This is an optimization exercise on Yosys and OpenROAD, whose aim is a short achievable clock period and few clock cycles, not a production implementation. Only simulation tests tie the RTL to the original design; equivalence was not proved. Power figures rest on the tool's default switching activity, not on a simulated workload.

File: design/flow/design.v
`timescale 1ns/100ps
module riscCore (
    input  logic        CLK,
    input  logic        RST,
    output logic        wbCyc,
    output logic        wbStb,
    output logic        wbWe,
    output logic [63:0] wbAdr,
    output logic [63:0] wbDatOut,
    input  logic [63:0] wbDatIn,
    input  logic        wbAck
);
    localparam int cacheLines = 32;      
    localparam int pfDepth    = 12;      
    localparam int QUSE2   = 0;          
    localparam int QUSE1   = 1;          
    localparam int QWRITES = 2;          
    localparam int QALUWR  = 3;          
    localparam int QLUI    = 4;
    localparam int QBR     = 5;          
    localparam int QSD     = 6;
    localparam int QLD     = 7;
    localparam int QSUB    = 8;
    localparam int QOP     = 9;          
    localparam int QPRED   = 10;         
    localparam int QPC     = 11;         
    localparam int QIR     = 21;         
    localparam int QW      = 53;
    logic        lsValid;
    logic [8:0]  lsWord;
    logic [63:0] lsData;
    logic        bBusy;
    logic        bFetch;
    logic        bLoad;
    logic [4:0]  bRd;
    logic        sValid;
    logic        sWe;
    logic        sLoad;
    logic [4:0]  sRd;
    logic [63:0] sAdr;
    logic [63:0] sDat;
    logic [63:0] wData;       
    logic        wFetch;      
    logic        wLoad;       
    logic [8:0]  wWord;       
    logic [4:0]  wLdRd;
    logic        wAlu   [2];  
    logic [4:0]  wAluRd [2];
    logic [63:0] exRes  [2];
    logic [31:0] wEnAlu [2];  
    logic [31:0] wEnLd;       
    logic [63:0] cData  [cacheLines];
    logic [3:0]  cTag   [cacheLines];
    logic [9:0]  cNext0 [cacheLines];
    logic [9:0]  cNext1 [cacheLines];
    logic [1:0]  cPred  [cacheLines];
    logic [cacheLines-1:0] cValid;
    logic [cacheLines-1:0] wLineEn;    
    logic [11:2] fpc;
    logic        fbValid;
    logic        fbTwo;       
    logic [31:0] fbIns  [2];
    logic        fbPred [2];
    logic [9:0]  fbPc;
    logic [8:0]  pfp;         
    logic [QW-1:0] q [4];
    logic [3:0]  qv;          
    logic        eValid [2];
    logic        eAluWr [2];
    logic        eLd    [2];
    logic        eSt    [2];
    logic        eBr    [2];
    logic        eBne   [2];
    logic        eSub   [2];
    logic        ePred  [2];
    logic [4:0]  eRd    [2];
    logic [63:0] eA     [2];   
    logic [63:0] eB     [2];   
    logic [63:0] eOpB   [2];   
    logic [11:2] eAlt   [2];   
    logic [63:0] rf [32];      
    logic [31:0] iIns  [2];
    logic [1:0]  iPred;
    logic [9:0]  iNext [2];
    logic [1:0]  wPred;
    logic [9:0]  wNext [2];
    always_comb begin
        for (int h = 0; h < 2; h++) begin
            iIns[h]  = wbDatIn[32*h +: 32];
            iPred[h] = iIns[h][6:0] == 7'b1100011 && iIns[h][14:13] == 2'b00 &&
                       (iIns[h][31] || ((iIns[h][19:15] == iIns[h][24:20]) ^ iIns[h][12]));
            iNext[h] = {wbAdr[11:3], 1'(h)} + (iPred[h] ? {iIns[h][7], iIns[h][30:25], iIns[h][11:9]} : 10'd1);
        end
    end
    logic [4:0]  fIdx;
    logic        cHit;
    logic        byHit;
    logic        fHit;
    logic [63:0] fWord;
    logic [1:0]  fPredW;
    logic [9:0]  fNextW [2];
    logic [31:0] gIns   [2];
    logic        gPred  [2];
    logic [9:0]  gPc    [2];
    logic        g1Ok;
    logic [11:2] fNext1;      
    logic [11:2] fNext2;      
    logic [QW-1:0] g [2];
    assign fIdx  = fpc[7:3];
    assign cHit  = cValid[fIdx] && cTag[fIdx] == fpc[11:8];
    assign byHit = wFetch && wWord == fpc[11:3];
    assign fHit  = cHit || byHit;
    always_comb begin
        if (byHit) begin
            fWord     = wData;
            fPredW    = wPred;
            fNextW[0] = wNext[0];
            fNextW[1] = wNext[1];
        end else begin
            fWord     = cData[fIdx];
            fPredW    = cPred[fIdx];
            fNextW[0] = cNext0[fIdx];
            fNextW[1] = cNext1[fIdx];
        end
        gIns[0]  = fpc[2] ? fWord[63:32] : fWord[31:0];
        gPred[0] = fpc[2] ? fPredW[1] : fPredW[0];
        gPc[0]   = fpc;
        gIns[1]  = fWord[63:32];
        gPred[1] = fPredW[1];
        gPc[1]   = {fpc[11:3], 1'b1};
        g1Ok     = !fpc[2] && !fPredW[0];
        fNext1   = fpc[2] ? fNextW[1] : fNextW[0];
        fNext2   = fNextW[1];
    end
    always_comb begin
        for (int j = 0; j < 2; j++) begin
            logic [31:0] w;
            logic        op;
            logic        addi;
            logic        ld;
            logic        sd;
            logic        br;
            logic        lui;
            w    = fbIns[j];
            op   = w[6:0] == 7'b0110011 && w[14:12] == 3'b000 &&
                   (w[31:25] == 7'b0000000 || w[31:25] == 7'b0100000);
            addi = w[6:0] == 7'b0010011 && w[14:12] == 3'b000;
            ld   = w[6:0] == 7'b0000011 && w[14:12] == 3'b011;
            sd   = w[6:0] == 7'b0100011 && w[14:12] == 3'b011;
            br   = w[6:0] == 7'b1100011 && w[14:13] == 2'b00;
            lui  = w[6:0] == 7'b0110111;
            g[j][QIR +: 32]  = w;
            g[j][QPC +: 10]  = j == 0 ? fbPc : {fbPc[9:1], 1'b1};
            g[j][QPRED]      = fbPred[j];
            g[j][QOP]        = op;
            g[j][QSUB]       = op && w[30];
            g[j][QLD]        = ld;
            g[j][QSD]        = sd;
            g[j][QBR]        = br;
            g[j][QLUI]       = lui;
            g[j][QALUWR]     = (op || addi || lui) && w[11:7] != 5'd0;
            g[j][QWRITES]    = (op || addi || lui || ld) && w[11:7] != 5'd0;
            g[j][QUSE1]      = (op || addi || ld || sd || br) && w[19:15] != 5'd0;
            g[j][QUSE2]      = (op || sd || br) && w[24:20] != 5'd0;
        end
    end
    logic [4:0]  rd     [2];
    logic [4:0]  rs1    [2];     
    logic [4:0]  rs2    [2];
    logic [63:0] imm    [2];
    logic [63:0] rd1    [2];
    logic [63:0] rd2    [2];
    logic        hazard [2];
    logic        eLdPend [2];
    logic        sLdPend;
    logic        bLdPend;
    assign eLdPend[0] = eValid[0] && eLd[0] && eRd[0] != 5'd0;
    assign eLdPend[1] = eValid[1] && eLd[1] && eRd[1] != 5'd0;
    assign sLdPend    = sValid && sLoad && sRd != 5'd0;
    assign bLdPend    = bBusy && bLoad && bRd != 5'd0;
    always_comb begin
        for (int j = 0; j < 2; j++) begin
            rd[j]  = q[j][QIR+11:QIR+7];
            rs1[j] = q[j][QIR+19:QIR+15];
            rs2[j] = q[j][QIR+24:QIR+20];
            if (q[j][QLUI]) imm[j] = {{32{q[j][QIR+31]}}, q[j][QIR+31:QIR+12], 12'b0};
            else if (q[j][QSD])             imm[j] = {{52{q[j][QIR+31]}}, q[j][QIR+31:QIR+25], q[j][QIR+11:QIR+7]};
            else                            imm[j] = {{52{q[j][QIR+31]}}, q[j][QIR+31:QIR+20]};
            rd1[j] = (wAlu[0] && wAluRd[0] == rs1[j]) ? exRes[0] :
                     (wAlu[1] && wAluRd[1] == rs1[j]) ? exRes[1] :
                     (wLoad && wLdRd == rs1[j]) ? wData : rf[rs1[j]];
            rd2[j] = (wAlu[0] && wAluRd[0] == rs2[j]) ? exRes[0] :
                     (wAlu[1] && wAluRd[1] == rs2[j]) ? exRes[1] :
                     (wLoad && wLdRd == rs2[j]) ? wData : rf[rs2[j]];
            hazard[j] = 1'b0;
            for (int l = 0; l < 2; l++) begin
                if (eLdPend[l] && ((q[j][QUSE1] && eRd[l] == rs1[j]) || (q[j][QUSE2] && eRd[l] == rs2[j]) ||
                                   (q[j][QWRITES] && eRd[l] == rd[j])))
                    hazard[j] = 1'b1;
            end
            if (sLdPend && ((q[j][QUSE1] && sRd == rs1[j]) || (q[j][QUSE2] && sRd == rs2[j]) ||
                            (q[j][QWRITES] && sRd == rd[j])))
                hazard[j] = 1'b1;
            if (bLdPend && ((q[j][QUSE1] && bRd == rs1[j]) || (q[j][QUSE2] && bRd == rs2[j]) ||
                            (q[j][QWRITES] && bRd == rd[j])))
                hazard[j] = 1'b1;
        end
    end
    logic [63:0] aF    [2];
    logic [63:0] bF    [2];
    logic [63:0] opB   [2];
    logic [64:0] sum65 [2];
    logic [63:0] sum   [2];
    logic        eq    [2];
    logic        wrong [2];
    always_comb begin
        for (int l = 0; l < 2; l++) begin
            aF[l]    = eA[l];
            bF[l]    = eB[l];
            opB[l]   = eOpB[l];
            sum65[l] = {aF[l], 1'b1} + {opB[l], eSub[l]};
            sum[l]   = sum65[l][64:1];
            eq[l]    = aF[l] == bF[l];
            wrong[l] = eValid[l] && eBr[l] && (eq[l] ^ eBne[l] ^ ePred[l]);
        end
    end
    logic [63:0] op1 [2];
    logic [63:0] op2 [2];
    always_comb begin
        for (int j = 0; j < 2; j++) begin
            logic [1:0] f1;
            logic [1:0] f2;
            for (int l = 0; l < 2; l++) begin
                f1[l] = eValid[l] && eAluWr[l] && eRd[l] == rs1[j];
                f2[l] = eValid[l] && eAluWr[l] && eRd[l] == rs2[j];
            end
            op1[j] = !q[j][QUSE1] ? 64'd0 : f1[0] ? sum[0] : f1[1] ? sum[1] : rd1[j];
            op2[j] = !q[j][QUSE2] ? 64'd0 : f2[0] ? sum[0] : f2[1] ? sum[1] : rd2[j];
        end
    end
    logic        mispred;     
    logic [11:2] redirect;
    logic        kill1;       
    logic        eMemAny;
    logic        eMemL1;      
    logic        ldHit;       
    logic        eIssue;      
    logic        eDone;
    logic        eReqWe;
    logic        eReqLd;
    logic [4:0]  eReqRd;
    logic [63:0] eReqAdr;
    logic [63:0] eReqDat;
    assign kill1    = wrong[0];
    assign mispred  = wrong[0] || wrong[1];
    assign redirect = wrong[0] ? eAlt[0] : eAlt[1];
    assign eMemAny  = (eValid[0] && (eLd[0] || eSt[0])) || (eValid[1] && (eLd[1] || eSt[1]));
    assign eMemL1   = eValid[1] && (eLd[1] || eSt[1]);
    assign ldHit    = eReqLd && lsValid && lsWord == eReqAdr[11:3];
    assign eIssue   = eMemAny && !sValid && !ldHit;
    assign eDone    = !(eMemAny && sValid && !ldHit);
    assign eReqWe   = eMemL1 ? eSt[1] : eSt[0];
    assign eReqLd   = eMemL1 ? eLd[1] : eLd[0];
    assign eReqRd   = eMemL1 ? eRd[1] : eRd[0];
    assign eReqAdr  = eMemL1 ? sum[1] : sum[0];
    assign eReqDat  = eMemL1 ? bF[1] : bF[0];
    logic ldHitWr [2];
    assign ldHitWr[0] = ldHit && !eMemL1 && eRd[0] != 5'd0;
    assign ldHitWr[1] = ldHit && eMemL1 && eRd[1] != 5'd0;
    always_ff @(posedge CLK, posedge RST) begin
        if (RST) begin
            lsValid <= 1'b0;
        end else if (eIssue && eReqWe) begin
            lsValid <= 1'b1;
        end
    end
    always_ff @(posedge CLK) begin
        if (eIssue && eReqWe) begin
            lsWord <= eReqAdr[11:3];
            lsData <= eReqDat;
        end
    end
    logic iss0;
    logic iss1;
    logic pairOk;
    logic push;               
    logic fAdv;               
    assign pairOk = !(q[0][QLD] && q[1][QLD]) && !(q[0][QLD] && q[1][QSD]) &&
                    !(q[0][QSD] && q[1][QLD]) && !(q[0][QSD] && q[1][QSD]) &&
                    !(q[0][QBR] && (q[1][QLD] || q[1][QSD])) &&
                    !(q[0][QWRITES] && ((q[1][QUSE1] && rd[0] == rs1[1]) || (q[1][QUSE2] && rd[0] == rs2[1]) ||
                                        rd[0] == rd[1]));
    assign iss0   = qv[0] && !hazard[0] && eDone;
    assign iss1   = iss0 && qv[1] && !hazard[1] && pairOk;
    assign push   = fbValid && !qv[2];
    assign fAdv   = fHit && (!fbValid || push);
    logic       busFree;
    logic [8:0] fWordAdr;
    logic       demand;
    logic [8:0] pDist;
    logic       pBehind;      
    logic       pPresent;
    logic       prefetch;
    assign busFree  = !bBusy || wbAck;
    assign fWordAdr = fpc[11:3];
    assign demand   = !fHit && !(bBusy && bFetch && wbAdr[11:3] == fWordAdr);
    assign pDist    = pfp - fWordAdr;
    assign pBehind  = pDist == 9'd0 || pDist > 9'(pfDepth);
    assign pPresent = (cValid[pfp[4:0]] && cTag[pfp[4:0]] == pfp[8:5]) ||
                      (bBusy && bFetch && wbAdr[11:3] == pfp) ||
                      (wFetch && wWord == pfp);
    assign prefetch = !pBehind && !pPresent;
    assign wbCyc = bBusy;
    assign wbStb = bBusy;
    always_ff @(posedge CLK, posedge RST) begin
        if (RST) begin
            bBusy  <= 1'b0;
            sValid <= 1'b0;
            wFetch <= 1'b0;
            wLoad  <= 1'b0;
            pfp    <= 9'd1;
        end else begin
            wFetch <= bBusy && wbAck && bFetch;
            wLoad  <= bBusy && wbAck && bLoad && bRd != 5'd0;
            if (busFree) begin
                bBusy  <= sValid || eIssue || demand || prefetch;
                sValid <= 1'b0;
            end else begin
                sValid <= sValid || eIssue;
            end
            if (pBehind) begin
                pfp <= fWordAdr + 9'd1;
            end else if (pDist != 9'(pfDepth) &&
                         (pPresent || (busFree && !sValid && !eIssue && !demand))) begin
                pfp <= pfp + 9'd1;
            end
        end
    end
    always_ff @(posedge CLK) begin
        wData    <= wbDatIn;
        wWord    <= wbAdr[11:3];
        wLdRd    <= bRd;
        wPred    <= iPred;
        wNext[0] <= iNext[0];
        wNext[1] <= iNext[1];
        if (busFree) begin
            if (sValid) begin
                wbWe     <= sWe;
                wbAdr    <= sAdr;
                wbDatOut <= sDat;
                bFetch   <= 1'b0;
                bLoad    <= sLoad;
                bRd      <= sRd;
            end else if (eIssue) begin
                wbWe     <= eReqWe;
                wbAdr    <= eReqAdr;
                wbDatOut <= eReqDat;
                bFetch   <= 1'b0;
                bLoad    <= eReqLd;
                bRd      <= eReqRd;
            end else begin
                wbWe     <= 1'b0;
                wbAdr    <= {52'b0, demand ? fWordAdr : pfp, 3'b0};
                bFetch   <= 1'b1;
                bLoad    <= 1'b0;
            end
        end
        if (eIssue) begin
            sWe   <= eReqWe;
            sLoad <= eReqLd;
            sRd   <= eReqRd;
            sAdr  <= eReqAdr;
            sDat  <= eReqDat;
        end
    end
    logic [4:0] stIdx;
    assign stIdx = wbAdr[7:3];
    always_ff @(posedge CLK, posedge RST) begin
        if (RST) begin
            cValid <= '0;
        end else begin
            cValid <= cValid | wLineEn;
            if (bBusy && wbWe && cTag[stIdx] == wbAdr[11:8]) cValid[stIdx] <= 1'b0;
        end
    end
    always_ff @(posedge CLK, posedge RST) begin
        if (RST) begin
            wLineEn <= '0;
        end else begin
            for (int i = 0; i < cacheLines; i++)
                wLineEn[i] <= bBusy && wbAck && bFetch && wbAdr[7:3] == 5'(i);
        end
    end
    always_ff @(posedge CLK) begin
        for (int i = 0; i < cacheLines; i++) begin
            if (wLineEn[i]) begin
                cData[i]  <= wData;
                cTag[i]   <= wWord[8:5];
                cNext0[i] <= wNext[0];
                cNext1[i] <= wNext[1];
                cPred[i]  <= wPred;
            end
        end
    end
    always_ff @(posedge CLK, posedge RST) begin
        if (RST) begin
            fpc     <= '0;
            qv      <= '0;
            fbValid <= 1'b0;
        end else if (mispred) begin
            fpc     <= redirect;
            qv      <= '0;
            fbValid <= 1'b0;
        end else begin
            if (fAdv) fpc <= g1Ok ? fNext2 : fNext1;
            if (fAdv)      fbValid <= 1'b1;
            else if (push) fbValid <= 1'b0;
            if (iss1)      qv <= qvn2;
            else if (iss0) qv <= qvn1;
            else           qv <= qvn0;
        end
    end
    always_ff @(posedge CLK) begin
        if (fAdv) begin
            fbIns[0]  <= gIns[0];
            fbIns[1]  <= gIns[1];
            fbPred[0] <= gPred[0];
            fbPred[1] <= gPred[1];
            fbPc      <= fpc;
            fbTwo     <= g1Ok;
        end
    end
    logic [QW-1:0] qn0 [4];      
    logic [QW-1:0] qn1 [4];      
    logic [QW-1:0] qn2 [4];      
    logic [3:0]    qvn0;
    logic [3:0]    qvn1;
    logic [3:0]    qvn2;
    logic [5:0]    qvx;          
    logic [1:0]    pushN;        
    assign qvx   = {2'b00, qv};
    assign pushN = {push && fbTwo, push};
    always_comb begin
        for (int i = 0; i < 4; i++) begin
            qn0[i] = q[i];
            if (i == 0 ? !qv[0] : (qv[i - 1] && !qv[i]))      qn0[i] = g[0];
            else if (i >= 1 && !qv[i - 1])                      qn0[i] = g[1];
            qvn0[i] = qv[i] || (i == 0 ? pushN[0] : (qv[i - 1] ? pushN[0] : (i >= 2 ? qv[i - 2] && pushN[1] : pushN[1])));
            qn1[i] = q[(i + 1) % 4];
            if (!qvx[i + 1] && qvx[i])                          qn1[i] = g[0];
            else if (!qvx[i])                                   qn1[i] = g[1];
            qvn1[i] = qvx[i + 1] || (qvx[i] ? pushN[0] : (i >= 1 ? qvx[i - 1] && pushN[1] : pushN[1]));
            qn2[i] = q[(i + 2) % 4];
            if (!qvx[i + 2] && qvx[i + 1])                      qn2[i] = g[0];
            else if (!qvx[i + 1])                               qn2[i] = g[1];
            qvn2[i] = qvx[i + 2] || (qvx[i + 1] ? pushN[0] : qvx[i] && pushN[1]);
        end
    end
    always_ff @(posedge CLK) begin
        for (int i = 0; i < 4; i++) begin
            if (iss1)      q[i] <= qn2[i];
            else if (iss0) q[i] <= qn1[i];
            else           q[i] <= qn0[i];
        end
    end
    always_ff @(posedge CLK, posedge RST) begin
        if (RST) begin
            eValid[0] <= 1'b0;
            eValid[1] <= 1'b0;
            wAlu[0]   <= 1'b0;
            wAlu[1]   <= 1'b0;
            wEnAlu[0] <= '0;
            wEnAlu[1] <= '0;
            wEnLd     <= '0;
        end else begin
            if (eDone) begin
                eValid[0] <= iss0 && !mispred;
                eValid[1] <= iss1 && !mispred;
            end
            wAlu[0] <= eValid[0] && (eAluWr[0] || ldHitWr[0]) && eDone;
            wAlu[1] <= eValid[1] && (eAluWr[1] || ldHitWr[1]) && eDone && !kill1;
            for (int i = 0; i < 32; i++) begin
                wEnAlu[0][i] <= eValid[0] && (eAluWr[0] || ldHitWr[0]) && eDone && eRd[0] == 5'(i);
                wEnAlu[1][i] <= eValid[1] && (eAluWr[1] || ldHitWr[1]) && eDone && !kill1 && eRd[1] == 5'(i);
                wEnLd[i]     <= bBusy && wbAck && bLoad && bRd == 5'(i) && i != 0;
            end
        end
    end
    always_ff @(posedge CLK) begin
        if (eDone) begin
            for (int j = 0; j < 2; j++) begin
                eAluWr[j] <= q[j][QALUWR];
                eLd[j]    <= q[j][QLD];
                eSt[j]    <= q[j][QSD];
                eBr[j]    <= q[j][QBR];
                eBne[j]   <= q[j][QIR+12];
                eSub[j]   <= q[j][QSUB];
                ePred[j]  <= q[j][QPRED];
                eRd[j]    <= rd[j];
                eA[j]     <= op1[j];
                eB[j]     <= op2[j];
                eOpB[j]   <= q[j][QOP] ? (op2[j] ^ {64{q[j][QSUB]}}) : imm[j];
                eAlt[j]   <= q[j][QPRED] ? q[j][QPC +: 10] + 10'd1 : q[j][QPC +: 10] + {q[j][QIR+7], q[j][QIR+30:QIR+25], q[j][QIR+11:QIR+9]};
            end
        end
        for (int l = 0; l < 2; l++) begin
            if (eValid[l] && (eAluWr[l] || eLd[l]) && eDone) begin
                exRes[l]  <= eLd[l] ? lsData : sum[l];
                wAluRd[l] <= eRd[l];
            end
        end
    end
    always_ff @(posedge CLK, posedge RST) begin
        if (RST) begin
            for (int i = 0; i < 32; i++) rf[i] <= '0;
        end else begin
            rf[0] <= '0;
            for (int i = 1; i < 32; i++) begin
                if (wEnAlu[1][i])      rf[i] <= exRes[1];
                else if (wEnAlu[0][i]) rf[i] <= exRes[0];
                else if (wEnLd[i])     rf[i] <= wData;
            end
        end
    end
endmodule
File: design/flow/run.sh
#!/bin/bash
# synth_recipe.tcl (not shown) runs the flow's synth.tcl, then flattens the netlist and writes it again
# the make line also repeats each setting of config.mk as NAME=value (left out here)
make -C /OpenROAD-flow-scripts/flow DESIGN_CONFIG=/design/flow/config.mk WORK_HOME=/design/flow/orfs CLKGATE_MAP_FILE= SYNTH_SCRIPT=/design/flow/synth_recipe.tcl finish
File: design/flow/config.mk
export PLATFORM = sky130hd
export DESIGN_NAME = riscCore
export DESIGN_NICKNAME = riscCore
export VERILOG_FILES = /design/flow/design.v
export SDC_FILE = /design/flow/constraint.sdc
export NUM_CORES = 8
export LEC_CHECK = 0
export ABC_CLOCK_PERIOD_IN_PS = 1500
export CAP_MARGIN = 20
export CORE_MARGIN = 2
export CORE_UTILIZATION = 40
export SETUP_SLACK_MARGIN = 5
export SLEW_MARGIN = 20
export TNS_END_PERCENT = 10
File: design/flow/constraint.sdc
create_clock -name core_clock -period 10.0 [get_ports {CLK}]
set_input_delay 2.0000 -clock core_clock [delete_from_list [all_inputs] [get_ports {CLK}]]
set_output_delay 2.0000 -clock core_clock [all_outputs]
set_load 0.01 [all_outputs]
==> run_results.csv <==
group,metric,value,unit
run_status,status,"did not finish",
run_status,lastStage,"global routing",
run_status,first-error,"[ERROR GRT-0116] Global routing finished with congestion. Check the congestion regions in the DRC Viewer.",
clocking,clk_path_buf_depth,4,
yosys,synthTopCellsByArea,"edfxtp_1 (34%), dfrtp_1 (16%), a22oi_1 (8.6%), mux2i_1 (6.9%), nand2_1 (4.6%)",
die,die_w,938.6,µm
grt,grt_pass1_wl,3616,mm
yosys,synth_area,349400,µm²
yosys,yosysTopAreaCell,"edfxtp_1",
clocking,root_buffer,"clkbuf_16",
yosys,synth.distinct_cells,115,
die,ios,198,
placed_design,portBuffers,197,
grt,grt_overflow,1,
yosys,synthFlopType,"edfxtp_1",
grt,grt_pass1_vias,334747,
yosys,yosysWarnings,57,
yosys,syn_nets,35957,
clocking,h-tree-depth,6,
clocking,cts_buffers,715,
yosys,ys_seq_elements,6325,
yosys,synth_top_area_frac,0.3363,
die,rows,343,
yosys,yosysSeqAreaShare,0.5057,
yosys,synth_edf_count,3913,
placed_design,place_hpwl,1789,mm
yosys,synthArstFlopShare,0.3437,
die,die_y,938.6,µm
yosys,avgSynthCellArea,9.784,µm²
placed_design,place_congestion,1.189,
yosys,syn_inst,35709,
die,initial_utilization,0.4008,
clocking,cts_sinks,6325,
grt,grt_start_max_net_pins,165,
grt,grt_usage,0.6202,
metal layers:
metal / GRT usage / overflow
met4: 0.5714 / 1
met2: 0.7483 / 0
met3: 0.4633 / 0
met1: 0.6623 / 0
met5: 0.2781 / 0
power groups by stage:
stage	combinational (mW)	sequential, mW	clock, mW
4_1_cts	57.0	45.6	27.7
3_5_place_dp	55.9	46.1	0
2_1_floorplan	25.4	40.3	0
3_3_place_gp	55.3	46.3	0
kinds of logic after synthesis:
logic type / after synthesis / synth area share
muxes: 2684 / 0.07866
and+or+nand+nor: 9898 / 0.1234
DFF: 6325 / 0.5057
xor gates and xnor gates: 559 / 0.01412
buffers and inverters: 4011 / 0.04366
adders and majority gates: 181 / 0.006611
AOI/OAI and AO/OA: 12051 / 0.2279
through the flow:
step / instance area [µm²] / std cells / setup slack [ns] / hold WS [ns]
after global placement: 368100 / 45268 / 2.004 / 0.4997
after floorplan: 349400 / 35709 / -22.20 / 0.3462
after CTS: 395900 / 46796 / 4.715 / 0.4998
after detailed placement: 368600 / 45292 / 2.825 / 0.4875
synthesized netlist by cell type, drive strengths merged (99+ instances only):
master	instances
o21ai	2699
a22o	578
and3	316
dfxtp	238
o211ai	151
ha	175
a221oi	475
mux2	255
and2	233
clkbuf	2836
a21o	125
a22oi	3995
nand3	708
dfrtp	2173
nor4	383
a21oi	2642
mux2i	2408
buf	1027
a222oi	209
edfxtp	3913
nand2	4284
or4	99
o21a	106
inv	142
nand4	364
a211oi	303
xor2	333
nor3	263
nor2	2903
xnor2	224
repair_timing:
| action | in CTS |
|---|---|
| endpoints found under the setup margin | 1680 |
| resized for setup | 284 |
| pin swaps | 59 |
| hold buffers | 0 |
| setup buffers | 153 |
| cloned | 20 |
worst max path at each step:
stage / startpoint / cells past startpoint / slack [ns] / end
after floorplan: RST / 1 / -22.20 / bBusy
after detailed placement: wbDatIn[23] / 21 / 2.82 / wNext[0][9]
after global placement: wbDatIn[23] / 21 / 2.00 / wNext[0][9]
after CTS: q[1][42] / 13 / 4.72 / eOpB[1][14]
Testbench counts, summed over its fixed seeds: cycles 4,886.
